What follows belongs to an exercise in optimizing a design on an open flow for small area, a short achievable clock period and few clock cycles per item; a production flow would make more cautious choices. In this exercise RTL edits were held to simulation tests only and were not proved equivalent to the original.

==> 03-22: inputs <==
==> flow/design.v (excerpt) <==
module sha1_message_digest (
  input  logic        clk_i,
  input  logic        rst_ni,
  input  logic        in_valid_i,
  output logic        in_ready_o,
  input  logic [7:0]  data_byte_i,
  input  logic        byte_present_i,
  input  logic        last_i,
  output logic        out_valid_o,
  input  logic        out_ready_i,
  output logic [31:0] digest_word_o,
  output logic [2:0]  word_index_o,
  output logic        last_word_o
);
==> flow/config.mk <==
export PLATFORM = sky130hd
export DESIGN_NAME = sha1_message_digest
export DESIGN_NICKNAME = sha1_message_digest
export VERILOG_FILES = /design/flow/design.v
export SDC_FILE = /design/flow/constraint.sdc
export NUM_CORES = 4
export LEC_CHECK = 0
export ABC_CLOCK_PERIOD_IN_PS = 3000
export CAP_MARGIN = 20
export CORE_MARGIN = 2
export CORE_UTILIZATION = 40
export SETUP_SLACK_MARGIN = 5
export SLEW_MARGIN = 20
==> flow/constraint.sdc <==
create_clock -name core_clock -period 8.0 [get_ports {clk_i}]
set_input_delay 1.6000 -clock core_clock [delete_from_list [all_inputs] [get_ports {clk_i}]]
set_output_delay 1.6000 -clock core_clock [all_outputs]
set_load 0.01 [all_outputs]
run.sh (not shown) runs the stock make flow with config.mk's settings and CLKGATE_MAP_FILE= SYNTH_SCRIPT=/design/flow/synth_recipe.tcl, a recipe that flattens the netlist after the stock synthesis.
==> 08-14 (differences from 03-22) <==
--- a/flow/design.v
+++ b/flow/design.v
@@ -57,36 +57,62 @@
   output logic        last_word_o
 );
   localparam logic [1:0] S_IN   = 2'd0;   
   localparam logic [1:0] S_PAD  = 2'd1;   
   localparam logic [1:0] S_FILL = 2'd2;   
   function automatic logic [31:0] rotl(logic [31:0] x, int unsigned n);
     rotl = (x << n) | (x >> (32 - n));
   endfunction
+  function automatic logic [31:0] add32(logic [31:0] x, logic [31:0] y);
+    logic [31:0] g, p, gn, pn;
+    g = x & y;
+    p = x ^ y;
+    for (int d = 1; d < 32; d = d * 2) begin
+      gn = g;
+      pn = p;
+      for (int i = d; i < 32; i++) begin
+        gn[i] = g[i] | (p[i] & g[i-d]);
+        pn[i] = p[i] & p[i-d];
+      end
+      g = gn;
+      p = pn;
+    end
+    add32 = (x ^ y) ^ {g[30:0], 1'b0};
+  endfunction
+  function automatic logic [31:0] add3(logic [31:0] x, logic [31:0] y, logic [31:0] z);
+    logic [31:0] sv, cv;
+    sv = x ^ y ^ z;
+    cv = (x & y) | (x & z) | (y & z);
+    add3 = add32(sv, {cv[30:0], 1'b0});
+  endfunction
   function automatic logic [31:0] iv(int unsigned i);
     iv = sha1_pkg::Iv[32*i +: 32];
   endfunction
   logic [31:0] ib_q [16];          
   logic [31:0] w_q [16];           
   logic [31:0] a_q, b_q, c_q, d_q, e_q;
   logic [31:0] h_q [5];
   logic [31:0] pre_q;              
-  logic [1:0]  fph_q;              
   logic        pv_q;               
   logic [6:0]  pt_q;               
+  logic [1:0]  ph_q;               
+  logic        end_q;              
+  logic        bnd_q;              
+  logic [1:0]  phn_q;              
+  logic [6:0]  pt_d1;
+  logic [6:0]  pt_d;
   logic        busy_q;             
   logic        efin_q;             
   logic        ibf_q;              
   logic        ifin_q;             
   logic [3:0]  fidx_q;             
   logic [60:0] cnt_q;              
   logic [1:0]  st_q;
   logic        len_ok_q;           
-  logic        first_q;            
   logic        init_q;             
   logic        out_q;              
   logic [2:0]  oidx_q;
   logic        last_q;             
   logic        rv_q, sv_q;
   logic [9:0]  rb_q, sb_q;         
   logic       r_last, r_pres, r_free, acc, in_acc, take, pad_do, fill_do;
   logic [7:0] r_byte;
@@ -130,126 +156,187 @@
   end
   always_ff @(posedge clk_i) begin
     for (int i = 0; i < 16; i++) begin
       for (int l = 0; l < 4; l++) begin
         if (lane_en[l] && wr_idx == 4'(i)) ib_q[i][8*l +: 8] <= wr_data[8*l +: 8];
       end
     end
   end
+  always_ff @(posedge clk_i) begin
+    if (init_q || (fill_do && fidx_q == 4'd15 && len_ok_q)) begin
+      cnt_q <= '0;
+    end else if (take) begin
+      cnt_q <= cnt_q + 61'd1;
+    end
+  end
   logic chain_do, start, pt_end;
-  assign pt_end   = (pt_q == 7'd80);
-  assign chain_do = busy_q && pt_end && !pv_q && !(first_q && out_q);
+  assign pt_end   = end_q;
+  assign chain_do = busy_q && pt_end && !pv_q && !out_q;
   assign start    = ibf_q && (!busy_q || chain_do);
   logic [31:0] w_new;
   assign w_new = rotl(w_q[13] ^ w_q[8] ^ w_q[2] ^ w_q[0], 1);
   always_ff @(posedge clk_i) begin
     if (start) begin
       for (int i = 0; i < 16; i++) w_q[i] <= ib_q[i];
     end else begin
       for (int i = 0; i < 15; i++) w_q[i] <= w_q[i+1];
       w_q[15] <= w_new;
     end
   end
-  logic [1:0]  ph;
-  logic [31:0] k;
+  logic [1:0]  ph, ph_d;
+  logic [31:0] k, ee_q, kw_q;
+  logic        pv_d;
+  assign ph   = ph_q;
+  assign pv_d = busy_q && !pt_end;
   always_comb begin
-    if (pt_q < 7'd20)      ph = 2'd0;
-    else if (pt_q < 7'd40) ph = 2'd1;
-    else if (pt_q < 7'd60) ph = 2'd2;
-    else                   ph = 2'd3;
-    case (ph)
+    ph_d = ph_q;
+    if (start) begin
+      ph_d = 2'd0;
+    end else if (busy_q && !pt_end && bnd_q) begin
+      ph_d = ph_q + 2'd1;
+    end
+  end
+  assign pt_d1 = pt_d + 7'd1;
+  always_comb begin
+    pt_d = pt_q;
+    if (start) begin
+      pt_d = 7'd0;
+    end else if (busy_q && !pt_end) begin
+      pt_d = pt_q + 7'd1;
+    end
+  end
+  logic [1:0]  ph_n;
+  logic [31:0] kw0, kwn;
+  assign ph_n = phn_q;
+  assign kw0  = add32(32'h5a827999, ib_q[0]);
+  always_comb begin
+    case (ph_n)
       2'd0:    k = 32'h5a827999;
       2'd1:    k = 32'h6ed9eba1;
       2'd2:    k = 32'h8f1bbcdc;
       default: k = 32'hca62c1d6;
     endcase
   end
+  assign kwn = add32(k, w_q[1]);
+  logic [31:0] a_d, b_d, c_d, d_d, e_d;
+  logic [31:0] fp_q, fq_q;
+  logic [31:0] c_r, d_r;
+  assign c_r = pv_q ? rotl(b_q, 30) : c_q;
+  assign d_r = pv_q ? c_q : d_q;
   always_ff @(posedge clk_i) begin
-    pre_q <= (pv_q ? d_q : e_q) + k + w_q[0];
-    fph_q <= ph;
+    ee_q  <= pv_d ? d_d : e_d;
+    kw_q  <= start ? kw0 : kwn;
+    pre_q <= add32(ee_q, kw_q);
+    case (ph)
+      2'd0: begin
+        fp_q <= c_r;
+        fq_q <= d_r;
+      end
+      2'd2: begin
+        fp_q <= c_r | d_r;
+        fq_q <= c_r & d_r;
+      end
+      default: begin
+        fp_q <= ~(c_r ^ d_r);
+        fq_q <= c_r ^ d_r;
+      end
+    endcase
   end
   logic [31:0] f, t;
   logic [31:0] sum [5];
+  logic [31:0] ra, t_s, t_c, t_c1, t_c0;
+  assign ra   = rotl(a_q, 5);
+  assign f    = (b_q & fp_q) | (~b_q & fq_q);
+  assign t_s  = ra ^ pre_q ^ f;
+  assign t_c1 = (ra & pre_q) | (ra & fp_q) | (pre_q & fp_q);
+  assign t_c0 = (ra & pre_q) | (ra & fq_q) | (pre_q & fq_q);
+  assign t_c  = (b_q & t_c1) | (~b_q & t_c0);
+  assign t    = add32(t_s, {t_c[30:0], 1'b0});
+  assign sum[0] = h_q[0] + a_q;
+  assign sum[1] = h_q[1] + b_q;
+  assign sum[2] = h_q[2] + c_q;
+  assign sum[3] = h_q[3] + d_q;
+  assign sum[4] = h_q[4] + e_q;
   always_comb begin
-    case (fph_q)
-      2'd0:    f = (b_q & c_q) | (~b_q & d_q);
-      2'd2:    f = (b_q & c_q) | (b_q & d_q) | (c_q & d_q);
-      default: f = b_q ^ c_q ^ d_q;
-    endcase
-  end
-  assign t = rotl(a_q, 5) + f + pre_q;
-  assign sum[0] = (first_q ? iv(0) : h_q[0]) + a_q;
-  assign sum[1] = (first_q ? iv(1) : h_q[1]) + b_q;
-  assign sum[2] = (first_q ? iv(2) : h_q[2]) + c_q;
-  assign sum[3] = (first_q ? iv(3) : h_q[3]) + d_q;
-  assign sum[4] = (first_q ? iv(4) : h_q[4]) + e_q;
-  always_ff @(posedge clk_i) begin
+    a_d = a_q; b_d = b_q; c_d = c_q; d_d = d_q; e_d = e_q;
     if (pv_q) begin
-      a_q <= t;
-      b_q <= a_q;
-      c_q <= rotl(b_q, 30);
-      d_q <= c_q;
-      e_q <= d_q;
+      a_d = t;
+      b_d = a_q;
+      c_d = rotl(b_q, 30);
+      d_d = c_q;
+      e_d = d_q;
     end else if (chain_do) begin
       if (init_q || efin_q) begin
-        a_q <= iv(0); b_q <= iv(1); c_q <= iv(2); d_q <= iv(3); e_q <= iv(4);
+        a_d = iv(0); b_d = iv(1); c_d = iv(2); d_d = iv(3); e_d = iv(4);
       end else begin
-        a_q <= sum[0]; b_q <= sum[1]; c_q <= sum[2]; d_q <= sum[3]; e_q <= sum[4];
+        a_d = sum[0]; b_d = sum[1]; c_d = sum[2]; d_d = sum[3]; e_d = sum[4];
       end
     end
+  end
+  always_ff @(posedge clk_i) begin
+    a_q <= a_d;
+    b_q <= b_d;
+    c_q <= c_d;
+    d_q <= d_d;
+    e_q <= e_d;
     if (chain_do) begin
-      for (int i = 0; i < 5; i++) h_q[i] <= sum[i];
+      for (int i = 0; i < 5; i++) h_q[i] <= init_q ? iv(i) : sum[i];
+    end else if (out_q && out_ready_i && last_q) begin
+      for (int i = 0; i < 5; i++) h_q[i] <= iv(i);
     end else if (out_q && out_ready_i) begin
       for (int i = 0; i < 4; i++) h_q[i] <= h_q[i+1];
       h_q[4] <= h_q[0];
     end
   end
   always_ff @(posedge clk_i or negedge rst_ni) begin
     if (!rst_ni) begin
       pv_q     <= 1'b0;
       pt_q     <= 7'd80;
+      ph_q     <= 2'd3;
+      end_q    <= 1'b1;
+      bnd_q    <= 1'b0;
+      phn_q    <= 2'd3;
       busy_q   <= 1'b1;
       efin_q   <= 1'b0;
       ibf_q    <= 1'b0;
       ifin_q   <= 1'b0;
       fidx_q   <= 4'd0;
-      cnt_q    <= '0;
       st_q     <= S_IN;
       len_ok_q <= 1'b0;
-      first_q  <= 1'b1;
       init_q   <= 1'b1;
       out_q    <= 1'b0;
       oidx_q   <= 3'd0;
       last_q   <= 1'b0;
       rv_q     <= 1'b0;
       sv_q     <= 1'b0;
     end else begin
       if (r_free) begin
         rv_q <= sv_q || acc;
         sv_q <= 1'b0;
       end else if (acc) begin
         sv_q <= 1'b1;
       end
-      pv_q <= busy_q && !pt_end;
+      pv_q <= pv_d;
+      ph_q <= ph_d;
+      pt_q  <= pt_d;
+      end_q <= (pt_d == 7'd80);
+      bnd_q <= (pt_d == 7'd19) || (pt_d == 7'd39) || (pt_d == 7'd59);
+      phn_q <= (pt_d1 < 7'd20) ? 2'd0 : (pt_d1 < 7'd40) ? 2'd1 : (pt_d1 < 7'd60) ? 2'd2 : 2'd3;
       if (start) begin
-        pt_q   <= 7'd0;
         busy_q <= 1'b1;
         efin_q <= ifin_q;
       end else begin
-        if (busy_q && !pt_end) pt_q <= pt_q + 7'd1;
         if (chain_do) busy_q <= 1'b0;
       end
       if (chain_do) begin
         init_q  <= 1'b0;
-        first_q <= efin_q || init_q;
         if (efin_q) out_q <= 1'b1;
       end
       if (take) begin
-        cnt_q <= cnt_q + 61'd1;
         if (cnt_q[5:0] == 6'd63) ibf_q <= 1'b1;
       end
       if (start) begin
         ibf_q  <= 1'b0;
         ifin_q <= 1'b0;
       end
       case (st_q)
         S_IN: begin
@@ -270,17 +357,16 @@
         end
         default: begin
           if (fill_do) begin
             fidx_q <= fidx_q + 4'd1;
             if (fidx_q == 4'd15) begin
               ibf_q <= 1'b1;
               if (len_ok_q) begin
                 ifin_q   <= 1'b1;
-                cnt_q    <= '0;
                 len_ok_q <= 1'b0;
                 st_q     <= S_IN;
               end else begin
                 len_ok_q <= 1'b1;
               end
             end
           end
         end
==> flow/config.mk (replaced) <==
export PLATFORM = sky130hd
export DESIGN_NAME = sha1_message_digest
export DESIGN_NICKNAME = sha1_message_digest
export VERILOG_FILES = /design/flow/design.v
export SDC_FILE = /design/flow/constraint.sdc
export NUM_CORES = 4
export LEC_CHECK = 0
export ABC_CLOCK_PERIOD_IN_PS = 3000
export CAP_MARGIN = 10
export CORE_MARGIN = 2
export CORE_UTILIZATION = 60
export CTS_BUF_LIST = sky130_fd_sc_hd__clkbuf_8
export SETUP_SLACK_MARGIN = 5
export SLEW_MARGIN = 10
export TNS_END_PERCENT = 0
==> results.cfg <==
[route]
drt_wl_total_mm = 191

[global_route]
met1_usage = 0.410

[run_status]
status = finished clean

[yosys]
synth_most_common_cell = nand2_1
syn-instance-count = 6994

[final_layout]
drive_gt1_frac = 0.0927
antenna_cells = 4

[placed_design]
hpwlAfterDp_mm = 129
(the above is from 08-14)
==> results.cfg <==
[final_layout]
antenna_cells = 0

[run_status]
status = finished clean

[global_route]
met1_usage = 0.294

[placed_design]
hpwlAfterDp_mm = 119
(the above is from 03-22)
Testbench counts of 03-22, summed over its fixed seeds: cycles 69,889, bytes 46,322.
Testbench counts of 08-14, summed over its fixed seeds: cycles 69,889, bytes 46,322.

[port drivers added, routing unchanged]
No port has a modelled driver above. Below, the same layouts with a new extraction and two added sets of constraints. Step 1, drivers: a clkbuf_16 drives clk_i and a buf_2 each remaining input, both assumed. Step 2 adds t to the input delays and takes it off the output delays; t is the mean of the earliest and latest rising clock arrival at the registers after step 1. Input paths then give back, and output paths get back, about the clock's delay inside the block. a / b / c = ideal ports / drivers / drivers and shift; a / b = the first two.
run | shift t [ns] | setup WS [ns] | worst register clock-pin slew, ns | worst data-port slew with drivers (ns)
03-22 | 0.846 | 3.731 / 3.731 / 3.731 | 0.07 / 0.07 | 0.04
08-14 | 1.006 | 4.185 / 4.185 / 3.762 | 0.07 / 0.07 | 0.15
After both steps every run listed still meets setup and hold. For 08-14, which loses most, drivers alone change the setup slack by 0.000 ns; drivers and shift together by -0.423 ns.
